Context: an optimization exercise on an open-source flow, tuned for small area and a short achievable clock period. The choices shown serve that exercise and are no tape-out recipe. The RTL was checked by simulation tests, not by an equivalence proof against the original design. Power and IR drop assume default switching activity.

Setup of try-willow:
Design rv_core, start of the top module:
module rv_core (
    input  wire            clk,
    input  wire            reset,
    output logic [31:0]    iaddr_o,
    input  wire  [31:0]    idata_i,
    output logic [1023:0]  registers_o
);
Size in the first run: about 1000 flip-flops.
clock: 8.5 ns
lec_check: 0
cap_margin: 20
core_margin: 2
core_utilization: 30
setup_slack_margin: 2.5
slew_margin: 20
synth_hierarchical: 1
tns_end_percent: 10
standard.sh (not shown) runs the stock make flow with config.mk's settings and CLKGATE_MAP_FILE= SYNTH_SCRIPT=/design/flow/synth_recipe.tcl, a recipe that flattens the netlist after the stock synthesis.
==> flow/flow/run.sh <==
#!/bin/bash
# The standard ORFS layout (the standard.sh, every step unchanged), except that the
# buffers buffer_ports puts on every input and output port are the smallest buffer
# (buf_1) instead of the clkdlybuf4s50_1 it picks by default.
set -euo pipefail
bash standard.sh "BUFFER_PORTS_ARGS=-buffer_cell sky130_fd_sc_hd__buf_1" finish > standard_flow.log 2>&1
try-willow has completed all stages; timing, DRC and antenna checks passed.
Relative to try-willow, the following input files were edited for try-umber:
--- a/flow/design.v
+++ b/flow/design.v
@@ -69,25 +69,25 @@
         nand2m u1_31 (.a(sel1[31]), .b(regs_q[31][j]), .y(t1[10]));
         nand2m u2_31 (.a(sel2[31]), .b(regs_q[31][j]), .y(t2[10]));
         and11 u1_or (.t(t1), .y(an[j]));
         and11 u2_or (.t(t2), .y(r2n[j]));
     end
     logic        use_rs2, sub;
-    logic [31:0] bxn, sum, p0, g0;
+    logic [31:0] bx, sum, p0, g0;
     logic        cout;
     assign use_rs2 = opc[5] & ~opc[2];
     assign sub = ~opc[2] & (opc[6] | (f3[2:1] == 2'b01) | ((f3 == 3'b000) & opc[5] & ins[30]));
     logic [31:0] bx1, bx0;
     assign bx1 = use_rs2 ? {32{~sub}} : (imm_i ^ {32{sub}});
     assign bx0 = use_rs2 ? {32{sub}}  : (imm_i ^ {32{sub}});
     for (genvar j = 0; j < 32; j++) begin : g_b
-        mux2i_m u (.a(bx1[j]), .b(bx0[j]), .s(r2n[j]), .y(bxn[j]));
+        mux2m u (.a(bx1[j]), .b(bx0[j]), .s(r2n[j]), .y(bx[j]));
     end
     add32 adder_i (
         .an   (an),
-        .bn   (bxn),
+        .b    (bx),
         .cin  (sub),
         .s    (sum),
         .cout (cout),
         .p    (p0),
         .g    (g0)
     );
@@ -194,24 +194,24 @@
     always_ff @(posedge clk) begin
         pc_q <= pc_next;
     end
 endmodule
 module add32 (
     input  wire  [31:0] an,
-    input  wire  [31:0] bn,
+    input  wire  [31:0] b,
     input  wire         cin,
     output logic [31:0] s,
     output logic        cout,
     output logic [31:0] p,
     output logic [31:0] g
 );
     logic [32:0] gg [0:5];
     logic [32:0] pp [0:5];
     for (genvar i = 0; i < 32; i++) begin : g_pg
-        nor2m u_g (.a(an[i]), .b(bn[i]), .y(gg[0][i+1]));
-        xor2m u_p (.a(an[i]), .b(bn[i]), .y(pp[0][i+1]));
+        andn2m u_g (.an(an[i]), .b(b[i]), .y(gg[0][i+1]));
+        xnor2m u_p (.a(an[i]), .b(b[i]), .y(pp[0][i+1]));
     end
     assign gg[0][0] = cin;
     assign pp[0][0] = 1'b0;
     for (genvar k = 1; k <= 5; k++) begin : g_lvl
         localparam int D = 1 << (k - 1);
         for (genvar i = 0; i <= 32; i++) begin : g_pos
@@ -301,24 +301,12 @@
 module andn2m (
     input  wire  an, b,
     output logic y
 );
     assign y = ~an & b;
 endmodule
-module nor2m (
-    input  wire  a, b,
-    output logic y
-);
-    assign y = ~(a | b);
-endmodule
-module xor2m (
-    input  wire  a, b,
-    output logic y
-);
-    assign y = a ^ b;
-endmodule
 module xnor2m (
     input  wire  a, b,
     output logic y
 );
     assign y = ~(a ^ b);
 endmodule
Notes after the runs:
On try-umber: mean instance size in the synthesized netlist is about 0.9% higher than what try-willow gave.
When try-umber is measured against try-willow, its leakage power figure turns out about 0.4% higher.
From try-willow to try-umber the numbers moved as follows: routed wire length on met2 shows a reduction of 4.5 mm, via count shows a reduction of 0.93%.
Detailed-route wire length on metal 1: try-umber and try-willow compared, lower one is try-umber
When try-umber is measured against try-willow, its ratio of routed vias to standard cells turns out about 0.56% lower.
regs_q[500]$_DFFE_PP_ as the worst setup path endpoint was reported by try-willow, and regs_q[702]$_DFFE_PP_ by try-umber.
Diff try-willow -> try-umber | first-pass GRT wire length | down by a few percent
The part of the total power dissipated in the clock network of try-umber is lower than that of try-willow.
On met1 capacity usage during global routing, the lower figure sits with try-umber, not try-willow.
Looking at count of different cell masters after synthesis, try-umber sits 1.4% higher than try-willow does.
There was hardly any difference in post-route cell area between try-umber and try-willow.
STATUS routed wire length: try-umber wins against try-willow

* * *

Setup of before:
rv_core with an RTL version that a note above also has.
Size in the first run: about 3900 cells after synthesis, roughly 1100 I/O pins, ~52000 um2 of cells after synthesis.
clock: 8.5 ns
lec_check: 0
cap_margin: 20
core_margin: 2
core_utilization: 30
setup_slack_margin: 2.5
slew_margin: 20
synth_hierarchical: 1
tns_end_percent: 100
Scripts as last shown in full above: flow/flow/run.sh
before: flow completed, timing, DRC and antenna clean
The following lists how after was set up differently from before:
--- a/flow/design.v
+++ b/flow/design.v
@@ -65,33 +65,33 @@
                 .c1 (sel2[3*k+3]), .c2 (regs_q[3*k+3][j]),
                 .y  (t2[k])
             );
         end
         nand2m u1_31 (.a(sel1[31]), .b(regs_q[31][j]), .y(t1[10]));
         nand2m u2_31 (.a(sel2[31]), .b(regs_q[31][j]), .y(t2[10]));
         and11 u1_or (.t(t1), .y(an[j]));
         and11 u2_or (.t(t2), .y(r2n[j]));
     end
     logic        use_rs2, sub;
-    logic [31:0] bx, sum, p0, g0;
+    logic [31:0] bxn, sum, p0, g0;
     logic        cout;
     assign use_rs2 = opc[5] & ~opc[2];
     assign sub = ~opc[2] & (opc[6] | (f3[2:1] == 2'b01) | ((f3 == 3'b000) & opc[5] & ins[30]));
     logic [31:0] bx1, bx0;
     assign bx1 = use_rs2 ? {32{~sub}} : (imm_i ^ {32{sub}});
     assign bx0 = use_rs2 ? {32{sub}}  : (imm_i ^ {32{sub}});
     for (genvar j = 0; j < 32; j++) begin : g_b
-        mux2m u (.a(bx1[j]), .b(bx0[j]), .s(r2n[j]), .y(bx[j]));
+        mux2i_m u (.a(bx1[j]), .b(bx0[j]), .s(r2n[j]), .y(bxn[j]));
     end
     add32 adder_i (
         .an   (an),
-        .b    (bx),
+        .bn   (bxn),
         .cin  (sub),
         .s    (sum),
         .cout (cout),
         .p    (p0),
         .g    (g0)
     );
     logic eq;
     assign eq  = ~|(an ^ r2n);
     logic        left, fill;
     logic [4:0]  shamt;
@@ -190,32 +190,32 @@
     assign q1  = go1 ? pcimm[31:1] : ({31{~reset}} & pc4[31:1]);
     for (genvar j = 1; j < 32; j++) begin : g_pcn
         pcsel u (.s(sum[j]), .j(n_jalr), .c(cout), .q1(q1[j]), .q0(q0[j]), .y(pc_next[j]));
     end
     always_ff @(posedge clk) begin
         pc_q <= pc_next;
     end
 endmodule
 module add32 (
     input  wire  [31:0] an,
-    input  wire  [31:0] b,
+    input  wire  [31:0] bn,
     input  wire         cin,
     output logic [31:0] s,
     output logic        cout,
     output logic [31:0] p,
     output logic [31:0] g
 );
     logic [32:0] gg [0:5];
     logic [32:0] pp [0:5];
     for (genvar i = 0; i < 32; i++) begin : g_pg
-        andn2m u_g (.an(an[i]), .b(b[i]), .y(gg[0][i+1]));
-        xnor2m u_p (.a(an[i]), .b(b[i]), .y(pp[0][i+1]));
+        nor2m u_g (.a(an[i]), .b(bn[i]), .y(gg[0][i+1]));
+        xor2m u_p (.a(an[i]), .b(bn[i]), .y(pp[0][i+1]));
     end
     assign gg[0][0] = cin;
     assign pp[0][0] = 1'b0;
     for (genvar k = 1; k <= 5; k++) begin : g_lvl
         localparam int D = 1 << (k - 1);
         for (genvar i = 0; i <= 32; i++) begin : g_pos
             if (i < D) begin : g_pass
                 assign gg[k][i] = ~gg[k-1][i];
                 assign pp[k][i] = 1'b0;
             end else if (k % 2 == 1) begin : g_n
@@ -297,20 +297,32 @@
     output logic y
 );
     assign y = s ? b : a;
 endmodule
 module andn2m (
     input  wire  an, b,
     output logic y
 );
     assign y = ~an & b;
 endmodule
+module nor2m (
+    input  wire  a, b,
+    output logic y
+);
+    assign y = ~(a | b);
+endmodule
+module xor2m (
+    input  wire  a, b,
+    output logic y
+);
+    assign y = a ^ b;
+endmodule
 module xnor2m (
     input  wire  a, b,
     output logic y
 );
     assign y = ~(a ^ b);
 endmodule
 module pfx_gn (
     input  wire  gh, ph, gl,
     output logic gn
 );
Findings:
- after: done, clean on timing, DRC and antenna
- In the flow results for after and before, the upper clock frequency limit is smaller on before.
- [compare] base=before new=after: global-route usage up 0.93 points; shortest period the worst path allows now smaller; sequential power was more or less identical; worst setup slack went up 0.058 ns.
- Diff before -> after | total of cells resized after clock tree synthesis | increase of 15
- Met2 track utilization from global routing (after over before): increase, 0.39 points
- In the flow results for after and before, the worst-case hold slack is smaller on before.

* * *

Another version of the RTL of rv_core (not shown whole).
Size: roughly 3,700 cells after synthesis, ~1,000 flip-flops, about 1,100 I/O pins, about 0.051 mm² of cells after synthesis.
export LEC_CHECK = 0
export CAP_MARGIN = 20
export CORE_MARGIN = 2
export CORE_UTILIZATION = 30
export SETUP_SLACK_MARGIN = 2.5
export SLEW_MARGIN = 20
export SYNTH_HIERARCHICAL = 1
export TNS_END_PERCENT = 10
create_clock -name core_clock -period 8.5 [get_ports {clk}]
Scripts as last shown in full above: flow/flow/run.sh
The baseline went through all stages and came out clean.
==> next run, changes <==
--- a/flow/design.v
+++ b/flow/design.v
@@ -71,31 +71,29 @@
         nand11 u2_or (.t(t2), .y(rs2v[j]));
     end
     logic        use_rs2, sub;
     logic [31:0] bx, sum, p0, g0;
     logic        cout;
     assign use_rs2 = opc[5] & ~opc[2];
     assign sub = ~opc[2] & (opc[6] | (f3[2:1] == 2'b01) | ((f3 == 3'b000) & opc[5] & ins[30]));
-    logic [31:0] bx1, bx0;
-    assign bx1 = use_rs2 ? {32{~sub}} : (imm_i ^ {32{sub}});
-    assign bx0 = use_rs2 ? {32{sub}}  : (imm_i ^ {32{sub}});
     for (genvar j = 0; j < 32; j++) begin : g_b
-        mux2m u (.a(bx0[j]), .b(bx1[j]), .s(rs2v[j]), .y(bx[j]));
+        bsel u (.r(rs2v[j]), .i(imm_i[j]), .u(use_rs2), .s(sub), .y(bx[j]));
     end
     add32 adder_i (
         .a    (a),
         .b    (bx),
         .cin  (sub),
         .s    (sum),
         .cout (cout),
         .p    (p0),
         .g    (g0)
     );
-    logic eq;
-    assign eq  = ~|(a ^ rs2v);
+    logic lts, eq;
+    assign lts = cout ^ p0[31];
+    assign eq  = &p0;
     logic        left, fill;
     logic [4:0]  shamt;
     logic [31:0] sh [0:6];
     logic [31:0] sr;
     assign left  = ~f3[2];
     assign shamt = use_rs2 ? rs2v[4:0] : imm_i[4:0];
     assign fill  = ins[30] & a[31] & ~left;
@@ -138,30 +136,23 @@
     always_comb begin
         for (int j = 0; j < 32; j++) begin
             early_n[j] = ~((s_xor   & p0[j])
                          | (s_or    & (p0[j] | g0[j]))
                          | (s_and   & g0[j])
                          | (d_lui   & imm_u[j])
                          | (d_auipc & pcimm[j])
-                         | (d_link  & pc4[j]));
+                         | (d_link  & pc4[j])
+                         | ((j == 0) & ((s_slt & lts) | (s_sltu & ~cout))));
         end
     end
-    logic v0, v1, sltn;
-    assign v0 = (s_slt & p0[31]) | s_sltu;
-    assign v1 = s_slt & ~p0[31];
-    mux2i_m u_slt (.a(v0), .b(v1), .s(cout), .y(sltn));
     for (genvar j = 0; j < 32; j++) begin : g_wd
         logic sn, shn;
         nand2m u_s  (.a(sum[j]), .b(s_add), .y(sn));
         aoi22m u_sh (.a1(s_sr), .a2(sr[j]), .b1(s_sl), .b2(sr[31-j]), .y(shn));
-        if (j == 0) begin : g_slt
-            nand4m u_w (.a(sn), .b(shn), .c(early_n[j]), .d(sltn), .y(wd[j]));
-        end else begin : g_nslt
-            nand3m u_w (.a(sn), .b(shn), .c(early_n[j]), .y(wd[j]));
-        end
+        nand3m u_w  (.a(sn), .b(shn), .c(early_n[j]), .y(wd[j]));
     end
     for (genvar i = 1; i < 32; i++) begin : g_reg
         logic wen;
         assign wen = reset | (we & (rd == 5'(i)));
         always_ff @(posedge clk) begin
             if (wen) regs_q[i] <= wd;
         end
@@ -267,31 +258,25 @@
 endmodule
 module pcsel (
     input  wire  s, j, c, q1, q0,
     output logic y
 );
     assign y = j ? s : (c ? q1 : q0);
 endmodule
-module nand4m (
-    input  wire  a, b, c, d,
-    output logic y
-);
-    assign y = ~(a & b & c & d);
-endmodule
 module nand11 (
     input  wire  [10:0] t,
     output logic        y
 );
     assign y = ~&t;
 endmodule
-module mux2m (
-    input  wire  a, b, s,
+module bsel (
+    input  wire  r, i, u, s,
     output logic y
 );
-    assign y = s ? b : a;
+    assign y = (u ? r : i) ^ s;
 endmodule
 module and2m (
     input  wire  a, b,
     output logic y
 );
     assign y = a & b;
 endmodule
The changed run ran to the end with no violations.
Clock skew climbs by 0.058 ns.
Hold slack degrades by 0.083 ns.
Setup slack degrades by 0.076 ns.
First-iteration DRC count drops by a few percent.
Wire length drops slightly.

what the ideal ports hide:
How much do the figures lean on ideal ports? The routed layouts below were timed once more, with nothing changed but the port constraints. Step 1 sets driving cells, clkbuf_16 on the clock port and buf_2 on the other inputs (assumed; they add their load-dependent delay and slew). Step 2 adds t to the input delays and takes it off the output delays; t is the mean of the earliest and latest rising clock arrival at the registers after step 1. Input paths then give back, and output paths get back, about the clock's delay inside the block. a / b / c = ideal / step 1 / step 2; a / b = the first two.
run | shift t [ns] | setup WS [ns] | hold slack, ns | slew at the worst register clock pin (ns) | cell pins on the clock port's net
try-willow | 0.856 | 2.288 / 2.325 / 1.469 | 0.917 / 0.917 / 0.917 | 0.07 / 0.07 | 1
try-umber | 0.847 | 2.411 / 2.395 / 1.549 | 0.940 / 0.940 / 0.940 | 0.07 / 0.07 | 1
before | 0.848 | 2.385 / 2.139 / 1.291 | 0.938 / 0.938 / 0.938 | 0.07 / 0.07 | 1
after | 0.857 | 2.443 / 2.483 / 1.626 | 0.982 / 0.982 / 0.982 | 0.08 / 0.08 | 1
the first run of note 3 | 0.845 | 2.155 / 2.156 / 1.310 | 0.928 / 0.928 / 0.928 | 0.08 / 0.08 | 1
the second run of note 3 | 0.844 | 2.079 / 2.066 / 1.222 | 0.845 / 0.845 / 0.845 | 0.08 / 0.08 | 1
After both steps setup and hold are still met in every run listed. The setup slack of before, which loses most, moves by -0.246 ns with the drivers and by -1.094 ns with both steps.
